Background: an optimization exercise with open tools, aiming at small area. Do not read the settings as production practice.
The RTL was checked by simulation tests, not by an equivalence proof against the original design.
Power figures rest on the tool's default switching activity, not on a simulated workload.

Design hpm_event_counters, start of the top module:
module hpm_event_counters
#(
  parameter int NUM_COUNTERS = 8,
  parameter int NUM_EVENTS   = 32,
  parameter int NUM_LANES    = 2,
  parameter int CNT_WIDTH    = 64
) (
  input  logic                            clk_i,
  input  logic                            rstn_i,
  input  logic [11:0]                     addr_i,
  input  logic                            we_i,
  input  logic [63:0]                     data_i,
  output logic [63:0]                     data_o,
  input  logic [NUM_EVENTS*NUM_LANES-1:0] events_i,
  output logic                            ovf_irq_o
);
  logic       live_q;
  logic [7:0] inh_q, inh_d;
  logic [7:0] cnt_we, evt_we, rd_cnt, rd_evt, of;
  logic       inh_we, rd_inh;
  logic [63:0] cnt [8];
  logic [7:0]  sel [8];
  always_ff @(posedge clk_i or negedge rstn_i) begin
    if (!rstn_i) live_q <= 1'b0;
    else         live_q <= 1'b1;
  end
  always_ff @(posedge clk_i) inh_q <= inh_d;
  always_comb begin
    for (int i = 0; i < 8; i++) begin
      cnt_we[i] = we_i & (addr_i == drac_pkg::HPM_COUNTER_BASE + 12'(i));
      evt_we[i] = we_i & (addr_i == drac_pkg::HPM_EVENT_BASE + 12'(i));
      rd_cnt[i] = live_q & ((addr_i == drac_pkg::HPM_COUNTER_BASE + 12'(i)) |
                            (addr_i == drac_pkg::HPM_COUNTER_RO_BASE + 12'(i)));
      rd_evt[i] = live_q & (addr_i == drac_pkg::HPM_EVENT_BASE + 12'(i));
    end
    inh_we = we_i & (addr_i == drac_pkg::HPM_INHIBIT_ADDR);
    rd_inh = live_q & (addr_i == drac_pkg::HPM_INHIBIT_ADDR);
  end
  assign inh_d = inh_we ? data_i[10:3] : (live_q ? inh_q : 8'd0);
  always_comb begin
    data_o = {53'b0, {8{rd_inh}} & inh_q, 3'b000};
    for (int i = 0; i < 8; i++) begin
      data_o = data_o | ({64{rd_cnt[i]}} & cnt[i]);
      data_o = data_o | ({64{rd_evt[i]}} & {of[i], 55'b0, sel[i]});
  ...
Size: roughly 610 flip-flops, roughly 210 I/O pins, ~0.032 sq mm of cells after synthesis.
==> flow/config.mk <==
export PLATFORM = sky130hd
export DESIGN_NAME = hpm_event_counters
export DESIGN_NICKNAME = hpm_event_counters
export VERILOG_FILES = /design/flow/design.v
export SDC_FILE = /design/flow/constraint.sdc
export NUM_CORES = 4
export LEC_CHECK = 0
export ABC_AREA = 1
export CAP_MARGIN = 20
export CORE_MARGIN = 2
export CORE_UTILIZATION = 40
export SLEW_MARGIN = 20
==> flow/constraint.sdc <==
create_clock -name core_clock -period 6.2 [get_ports {clk_i}]
set_input_delay 1.2400 -clock core_clock [delete_from_list [all_inputs] [get_ports {clk_i}]]
set_output_delay 1.2400 -clock core_clock [all_outputs]
set_load 0.01 [all_outputs]
standard.sh (not shown) runs the stock make flow with config.mk's settings and CLKGATE_MAP_FILE= SYNTH_SCRIPT=/design/flow/synth_recipe.tcl, a recipe that flattens the netlist after the stock synthesis.
==> flow/flow/run.sh <==
#!/bin/bash
# Own layout flow: the standard ORFS flow, with two changes.
#  1. Synthesis is the standard flow's synthesis script (synth_recipe.tcl, with ORFS's
#     synth.tcl) except that the final ABC mapping uses flow/area.abc, an
#     area-oriented mapping script. Registers are untouched by ABC, so their
#     names and cell types are those of the standard synthesis.
#  2. Port buffers are the smallest buffer cell (buffer_ports -buffer_cell).
# Every tool's output goes to a log file in the work folder.
set -euo pipefail
WORK=$PWD
FD=$WORK/flow
export MY_ABC_SCRIPT=$FD/area.abc

# ORFS's synth.tcl with the ABC script replaced.
python3 - "$FLOW_HOME/scripts/synth.tcl" "$WORK/my_synth.tcl" <<'PY'
import sys
s = open(sys.argv[1]).read()
old = "  log_cmd abc {*}$abc_args\n"
assert s.count(old) == 1, "synth.tcl abc call not found"
s = s.replace(old, "  log_cmd abc -script $::env(MY_ABC_SCRIPT) {*}[lrange $abc_args 2 end]\n")
open(sys.argv[2], "w").write(s)
PY
# The standard flow's synthesis wrapper, sourcing the modified synth.tcl.
python3 - "$WORK/synth_recipe.tcl" "$WORK/my_synth_recipe.tcl" "$WORK/my_synth.tcl" <<'PY'
import sys
s = open(sys.argv[1]).read()
old = "source $::env(SCRIPTS_DIR)/synth.tcl"
assert s.count(old) == 1, "synth_recipe.tcl source line not found"
open(sys.argv[2], "w").write(s.replace(old, "source " + sys.argv[3]))
PY

bash standard.sh SYNTH_SCRIPT="$WORK/my_synth_recipe.tcl" \
  BUFFER_PORTS_ARGS="-buffer_cell sky130_fd_sc_hd__buf_1" finish > "$WORK/flow_make.log" 2>&1
test -f "$WORK/out/final.def"
==> flow/flow/area.abc <==
strash; &get -n; &st; &dch -f; &nf -a -R 1000; &put
Rerun with:
==> flow/run.sh (new file) <==
#!/bin/bash
# synth_recipe.tcl (not shown) runs the flow's synth.tcl, then flattens the netlist and writes it again
# the make line also repeats each setting of config.mk as NAME=value (left out here)
make -C /OpenROAD-flow-scripts/flow DESIGN_CONFIG=/design/flow/config.mk WORK_HOME=/design/flow/orfs CLKGATE_MAP_FILE= SYNTH_SCRIPT=/design/flow/synth_recipe.tcl finish
--- a/flow/config.mk
+++ b/flow/config.mk
@@ -11,0 +12 @@
+export CTS_BUF_LIST = sky130_fd_sc_hd__clkbuf_4
removed: flow/flow/run.sh
removed: flow/flow/area.abc
removed: flow/standard.sh
The new run passed the timing, DRC and antenna checks.
Power drops by 4.8%.
Register-to-register slack improved by 1.0 ns.
Maximum frequency went down by 7.1%.
Design area goes up by 16%.
Wire length came out higher by 22%.
Hold slack is worse by 0.029 ns.
Worst setup slack is worse by 0.43 ns.
Rerun with:
--- a/flow/config.mk
+++ b/flow/config.mk
@@ -12 +12,3 @@
-export CTS_BUF_LIST = sky130_fd_sc_hd__clkbuf_4
+export CTS_BUF_LIST = sky130_fd_sc_hd__clkbuf_8
+export CTS_CLUSTER_DIAMETER = 40
+export CTS_CLUSTER_SIZE = 14
The new run finished with timing, DRC and antenna clean.
Clock-buffer cell count decreases by 128.
Die area is unchanged.
Core utilization increases by 0.52 points.
Cell area increases by 1.1%.
Via count decreases by about 1%.
Cell count decreases by 1.4%.
Wire length decreases by 0.50%.
Worst setup slack is better by 0.18 ns.
Global-route usage decreases by 0.23 points.
Clock skew decreases by 0.031 ns.
Sequential share of layout area decreases by 0.32 points.

========
## before
hpm_event_counters, a different RTL version from the one above (not shown whole).
Size: about 4200 cells after synthesis, ~30000 um2 of cells after synthesis.
==> flow/config.mk <==
export PLATFORM = sky130hd
export DESIGN_NAME = hpm_event_counters
export DESIGN_NICKNAME = hpm_event_counters
export VERILOG_FILES = /design/flow/design.v
export SDC_FILE = /design/flow/constraint.sdc
export NUM_CORES = 4
export LEC_CHECK = 0
export ABC_AREA = 1
export CAP_MARGIN = 20
export CORE_MARGIN = 2
export CORE_UTILIZATION = 40
export SLEW_MARGIN = 20
==> flow/constraint.sdc <==
create_clock -name core_clock -period 6.2 [get_ports {clk_i}]
set_input_delay 1.2400 -clock core_clock [delete_from_list [all_inputs] [get_ports {clk_i}]]
set_output_delay 1.2400 -clock core_clock [all_outputs]
set_load 0.01 [all_outputs]
==> flow/flow/run.sh <==
#!/bin/bash
# Own layout flow: the standard ORFS flow (standard.sh), with these changes.
#  1. Synthesis is the standard flow's synthesis script (synth_recipe.tcl, with ORFS's
#     synth.tcl) except that Yosys's extract_fa step is skipped and the final
#     ABC mapping uses flow/area.abc, an area-oriented mapping script.
#     Registers are mapped before ABC and untouched by it, so their names and
#     cell types are those of the standard synthesis.
#  2. Port buffers are the smallest buffer cell (buffer_ports -buffer_cell).
#  3. Clock tree synthesis uses clkbuf_8 with small sink clusters, no dummy loads.
# Every tool's output goes to a log file in the work folder (flow_make.log,
# and ORFS's own per-step logs under orfs/logs).
set -euo pipefail
WORK=$PWD
FD=$WORK/flow
export MY_ABC_SCRIPT=$FD/area.abc

# ORFS's synth.tcl with extract_fa skipped and the ABC script replaced.
python3 - "$FLOW_HOME/scripts/synth.tcl" "$WORK/my_synth.tcl" <<'PY'
import sys
s = open(sys.argv[1]).read()
for old, new in [
    ("  log_cmd abc {*}$abc_args\n",
     "  log_cmd abc -script $::env(MY_ABC_SCRIPT) {*}[lrange $abc_args 2 end]\n"),
    ("  extract_fa {*}[dont_use_extract_fa_args]\n", ""),
]:
    assert s.count(old) == 1, "synth.tcl: line not found: " + old
    s = s.replace(old, new)
open(sys.argv[2], "w").write(s)
PY
# The standard flow's synthesis wrapper, sourcing the modified synth.tcl.
python3 - "$WORK/synth_recipe.tcl" "$WORK/my_synth_recipe.tcl" "$WORK/my_synth.tcl" <<'PY'
import sys
s = open(sys.argv[1]).read()
old = "source $::env(SCRIPTS_DIR)/synth.tcl"
assert s.count(old) == 1, "synth_recipe.tcl source line not found"
open(sys.argv[2], "w").write(s.replace(old, "source " + sys.argv[3]))
PY

bash standard.sh SYNTH_SCRIPT="$WORK/my_synth_recipe.tcl" \
  BUFFER_PORTS_ARGS="-buffer_cell sky130_fd_sc_hd__buf_1" \
  CTS_ARGS="-sink_clustering_enable -repair_clock_nets -buf_list sky130_fd_sc_hd__clkbuf_8 -sink_clustering_size 12 -sink_clustering_max_diameter 40 -dont_use_dummy_load" \
  finish > "$WORK/flow_make.log" 2>&1
test -f "$WORK/out/final.def"
==> flow/flow/area.abc <==
strash; dc2; &get -n; &st; &dch -f; &nf -a -R 1000; &put; strash; &get -n; &st; &dch -f; &nf -a -R 1000; &put
before finished every stage and its layout cleared the timing, DRC and antenna checks.
[inputs] after vs before
-- flow/flow/run.sh --
<<< before, line 8
#  2. Port buffers are the smallest buffer cell (buffer_ports -buffer_cell).
#  3. Clock tree synthesis uses clkbuf_8 with small sink clusters, no dummy loads.
# Every tool's output goes to a log file in the work folder (flow_make.log,
>>> after, line 8
#  2. Port buffers are the smallest buffer cell (buffer_ports -buffer_cell).
#  3. Clock tree synthesis uses clkbuf_16, sink clusters of up to 24, no dummy loads.
# Every tool's output goes to a log file in the work folder (flow_make.log,
<<< before, line 40
  BUFFER_PORTS_ARGS="-buffer_cell sky130_fd_sc_hd__buf_1" \
  CTS_ARGS="-sink_clustering_enable -repair_clock_nets -buf_list sky130_fd_sc_hd__clkbuf_8 -sink_clustering_size 12 -sink_clustering_max_diameter 40 -dont_use_dummy_load" \
  finish > "$WORK/flow_make.log" 2>&1
>>> after, line 40
  BUFFER_PORTS_ARGS="-buffer_cell sky130_fd_sc_hd__buf_1" \
  CTS_ARGS="-sink_clustering_enable -repair_clock_nets -buf_list sky130_fd_sc_hd__clkbuf_16 -sink_clustering_size 24 -sink_clustering_max_diameter 60 -dont_use_dummy_load" \
  finish > "$WORK/flow_make.log" 2>&1
==> comparison <==
Looking only at overall power after layout, and setting everything else aside, the higher value of before and after goes to before. On wire length of the first global-routing pass, the lower figure sits with after, not before. Count of placed standard cells in the final layout, fillers left out, before and after: higher on before. Wire length: after better than before. | final critical path time including I/O delays and setup | after vs before | better |.

## re-timing with driven ports
No port has a modelled driver above. Below, the same layouts with a new extraction and two added sets of constraints.
Step 1: set_driving_cell puts a clkbuf_16 on clk_i and a buf_2 on each other input, an assumption about the parent block.
Step 2, shift: input delay + t, output delay - t, t = (earliest + latest rising clock arrival at the registers) / 2. This alone moves slack from input paths to output paths.
a / b / c = ideal / step 1 / step 2; a / b = the first two.
run | t (ns) | setup slack, ns | slew at the worst register clock pin (ns) | pins driven straight from the clock port
the first run of note 1 | 0.666 | 0.592 / 0.568 / 0.568 | 0.07 / 0.07 | 1
the second run of note 1 | 1.093 | 0.164 / 0.103 / 0.341 | 0.08 / 0.08 | 1
the third run of note 1 | 0.797 | 0.346 / 0.321 / 0.321 | 0.08 / 0.08 | 1
before | 0.757 | 0.407 / 0.407 / 0.407 | 0.08 / 0.08 | 1
after | 0.670 | 0.479 / 0.479 / 0.479 | 0.09 / 0.09 | 1
After both steps setup and hold are still met in every run listed. For the third run of note 1, which loses most, drivers alone change the setup slack by -0.025 ns; drivers and shift together by -0.025 ns.
